Source: an optimization exercise on an open RTL-to-GDS flow (aim: small area). Production flows keep margins and buffers that such runs may drop. In this exercise RTL edits were held to simulation tests only and were not proved equivalent to the original. Power and IR drop assume default switching activity.

build 8:
==> flow/design.v (excerpt) <==
module regfile_mp_sb (
    input  logic         clk,
    input  logic         aresetn,
    input  logic [9:0]   rd_addr,
    output logic [63:0]  rd_data,
    output logic [1:0]   rd_busy,
    input  logic         rsv_en,
    input  logic [4:0]   rsv_addr,
    output logic         rsv_ready,
    input  logic [1:0]   wr_en,
    input  logic [9:0]   wr_addr,
    input  logic [63:0]  wr_data,
    output logic         sb_err
);
For scale: roughly 160 I/O pins, about 0.048 sq mm of cells after synthesis.
==> flow/config.mk <==
export PLATFORM = sky130hd
export DESIGN_NAME = regfile_mp_sb
export DESIGN_NICKNAME = regfile_mp_sb
export VERILOG_FILES = /design/flow/design.v
export SDC_FILE = /design/flow/constraint.sdc
export NUM_CORES = 8
export LEC_CHECK = 0
export CAP_MARGIN = 20
export CELL_PAD_IN_SITES_DETAIL_PLACEMENT = 1
export CORE_MARGIN = 2
export CORE_UTILIZATION = 60
export PLACE_DENSITY = 0.64
export SLEW_MARGIN = 20
export SYNTH_HIERARCHICAL = 1
==> flow/constraint.sdc <==
create_clock -name core_clock -period 7.0 [get_ports {clk}]
set_input_delay 1.4000 -clock core_clock [delete_from_list [all_inputs] [get_ports {clk}]]
set_output_delay 1.4000 -clock core_clock [all_outputs]
set_load 0.01 [all_outputs]
run.sh (not shown) runs the stock make flow with config.mk's settings and CLKGATE_MAP_FILE= SYNTH_SCRIPT=/design/flow/synth_recipe.tcl, a recipe that flattens the netlist after the stock synthesis.
FAIL build 8 @ 5_1_grt: tool exited with error
diff inputs: build 8 => build 45
# build 8
export LEC_CHECK = 0
export CAP_MARGIN = 20
export CELL_PAD_IN_SITES_DETAIL_PLACEMENT = 1
export CORE_MARGIN = 2
export CORE_UTILIZATION = 60
export PLACE_DENSITY = 0.64
export SLEW_MARGIN = 20
export SYNTH_HIERARCHICAL = 1
create_clock -name core_clock -period 7.0 [get_ports {clk}]
# build 45
export LEC_CHECK = 0
export CAP_MARGIN = 20
export CELL_PAD_IN_SITES_DETAIL_PLACEMENT = 1
export CORE_MARGIN = 2
export CORE_UTILIZATION = 50
export PLACE_DENSITY = 0.55
export SLEW_MARGIN = 20
export SYNTH_HIERARCHICAL = 1
create_clock -name core_clock -period 7.0 [get_ports {clk}]
==> flow/flow/run.sh (new file) <==
#!/bin/bash
# Layout flow: the standard ORFS flow (standard.sh, unchanged synthesis), with three
# settings the standard flow does not expose:
#  - ports are buffered with the smallest buffer cell instead of the default delay cell;
#  - non-critical gates are downsized after global routing (RECOVER_POWER);
#  - the clock tree is built from clkbuf_4 buffers (8 registers per leaf) without dummy balancing loads.
# Every port still gets its own buffer, and the clock still reaches every register
# through the clock tree.
set -euo pipefail
export BUFFER_PORTS_ARGS="-buffer_cell sky130_fd_sc_hd__buf_1"
export RECOVER_POWER=100
export CTS_ARGS="-sink_clustering_enable -repair_clock_nets -dont_use_dummy_load -buf_list {sky130_fd_sc_hd__clkbuf_4} -sink_clustering_size 8 -sink_clustering_max_diameter 30"
bash standard.sh > standard.log 2>&1
==> flow/standard.sh (new file) <==
#!/bin/bash
# synth_recipe.tcl (not shown) runs the flow's synth.tcl, then flattens the netlist and writes it again
# the make line also repeats each setting of config.mk as NAME=value (left out here)
make -C /OpenROAD-flow-scripts/flow DESIGN_CONFIG=/design/flow/config.mk WORK_HOME=/design/flow/orfs CLKGATE_MAP_FILE= SYNTH_SCRIPT=/design/flow/synth_recipe.tcl "${@:-finish}"
removed: flow/run.sh
Notes after the runs:
Number of synthesized flops with an enable pin came out exactly the same in build 8 and build 45.
In build 45, the routability congestion estimate came out about 2.2% above the value in build 8.
Of build 8 and build 45, build 45 shows the higher H-tree depth, with build 8 below it.
What build 8 reported for vertical die dimension has to be multiplied by 1.09 to get the figure for build 45.
Relative to build 8, build 45 improves worst slack at placement.
Higher number of cells after detailed placement among build 8 and build 45: build 45
Re initial cell density of the core: build 8 and build 45 aren't equal, and the higher value belongs to build 8.
CTS buffer count up about 110% in build 45 wrt build 8
[diff] estimated wirelength of the detail-placed design, build 45 relative to build 8: improvement
Post-placement cell area: higher on build 8
Completing all stages was not enough for build 45: its layout failed the final checks because of capacitance limit, slew limit.
Edits applied to the flow inputs when going from build 45 to build 50:
==> flow/flow/run.sh <==
#!/bin/bash
# Layout flow: the standard ORFS flow (standard.sh, unchanged synthesis), with two
# settings the standard flow does not expose:
#  - ports are buffered with the smallest buffer cell instead of the default delay cell;
#  - the clock tree is built from clkbuf_4 buffers (8 registers per leaf) without dummy balancing loads.
# Every port still gets its own buffer, and the clock still reaches every register
# through the clock tree.
set -euo pipefail
export BUFFER_PORTS_ARGS="-buffer_cell sky130_fd_sc_hd__buf_1"
export CTS_ARGS="-sink_clustering_enable -repair_clock_nets -dont_use_dummy_load -buf_list {sky130_fd_sc_hd__clkbuf_4} -sink_clustering_size 8 -sink_clustering_max_diameter 50"
bash standard.sh > standard.log 2>&1
--- outcome ---
Build 50 ended with every stage complete and zero timing, DRC or antenna violations. Build 45 -> stages 100% | layout checks FAIL | capacitance limit, slew limit. Going from build 45 to build 50, internal power summed over all cells shrank by a few percent. Build 45 → build 50: share of the core filled with cells in the final layout -0.35 points; relative area change from synthesis to final layout shows a reduction of 0.69 points; fraction of standard cell area that is sequential up 0.25 points. Compared to build 45, build 50 has final worst slack 0.35 ns higher. Build 50 vs build 45: highest ir drop seen on vdd up in build 50. Compared with build 45, build 50 shows part of the total power dissipated in combinational logic higher by 0.6 points.
Setup changes, build 50 to build 77
# build 50
export LEC_CHECK = 0
export CAP_MARGIN = 20
export CELL_PAD_IN_SITES_DETAIL_PLACEMENT = 1
export CORE_MARGIN = 2
export CORE_UTILIZATION = 50
export PLACE_DENSITY = 0.55
export SLEW_MARGIN = 20
export SYNTH_HIERARCHICAL = 1
create_clock -name core_clock -period 7.0 [get_ports {clk}]
# build 77
export LEC_CHECK = 0
export CAP_MARGIN = 20
export CELL_PAD_IN_SITES_DETAIL_PLACEMENT = 1
export CORE_MARGIN = 2
export CORE_UTILIZATION = 45
export PLACE_DENSITY = 0.5
export SLEW_MARGIN = 20
export SYNTH_HIERARCHICAL = 1
create_clock -name core_clock -period 7.0 [get_ports {clk}]
==> flow/run.sh (new file) <==
#!/bin/bash
# synth_recipe.tcl (not shown) runs the flow's synth.tcl, then flattens the netlist and writes it again
# the make line also repeats each setting of config.mk as NAME=value (left out here)
make -C /OpenROAD-flow-scripts/flow DESIGN_CONFIG=/design/flow/config.mk WORK_HOME=/design/flow/orfs CLKGATE_MAP_FILE= SYNTH_SCRIPT=/design/flow/synth_recipe.tcl finish
removed: flow/flow/run.sh
removed: flow/standard.sh
==> comparison <==
- The final layout from build 77, which completed every stage, passed the timing, design-rule and antenna checks at the end of the flow.
- Re sequential share of layout area: build 50 and build 77 aren't equal, and the higher value belongs to build 50.
- Measured against build 50, the cell area after layout of build 77 comes out at 1.09 times the reference value.
- Build 77 vs build 50 — detail-routed via count per cell dropped by a few percent
- Compared with build 50, build 77 shows non-clock buffer count higher by 80.
- Build 50 -> build 77: number of enable-type register cells in the synthesized netlist delta 0, exact match
- Looking at start-to-end type of the worst setup path, the input pin to primary output result is from build 77; the flop to primary output one comes from build 50.

[what the ideal ports hide]
No port has a modelled driver above. Below, the same layouts with a new extraction and two added sets of constraints. Step 1 sets driving cells, clkbuf_16 on the clock port and buf_2 on the other inputs (assumed; they add their load-dependent delay and slew). Step 2 moves the port delays by t, midway between the first and last clock arrival at a register: inputs arrive t later, outputs are due t later. That takes back most of the time a late clock gives input paths. Slacks: ideal ports / drivers / drivers and shift; pairs: ideal ports / drivers.
run	shift t [ns]	setup WS [ns]	worst slew at a driven data input, ns
build 45	1.243	0.316 / 0.361 / -0.874	0.13
build 50	1.193	0.664 / 0.592 / 0.954	0.11
build 77	0.802	0.368 / 0.328 / 0.328	0.09
The setup slack of build 45, which loses most, moves by +0.045 ns with the drivers and by -1.190 ns with both steps.
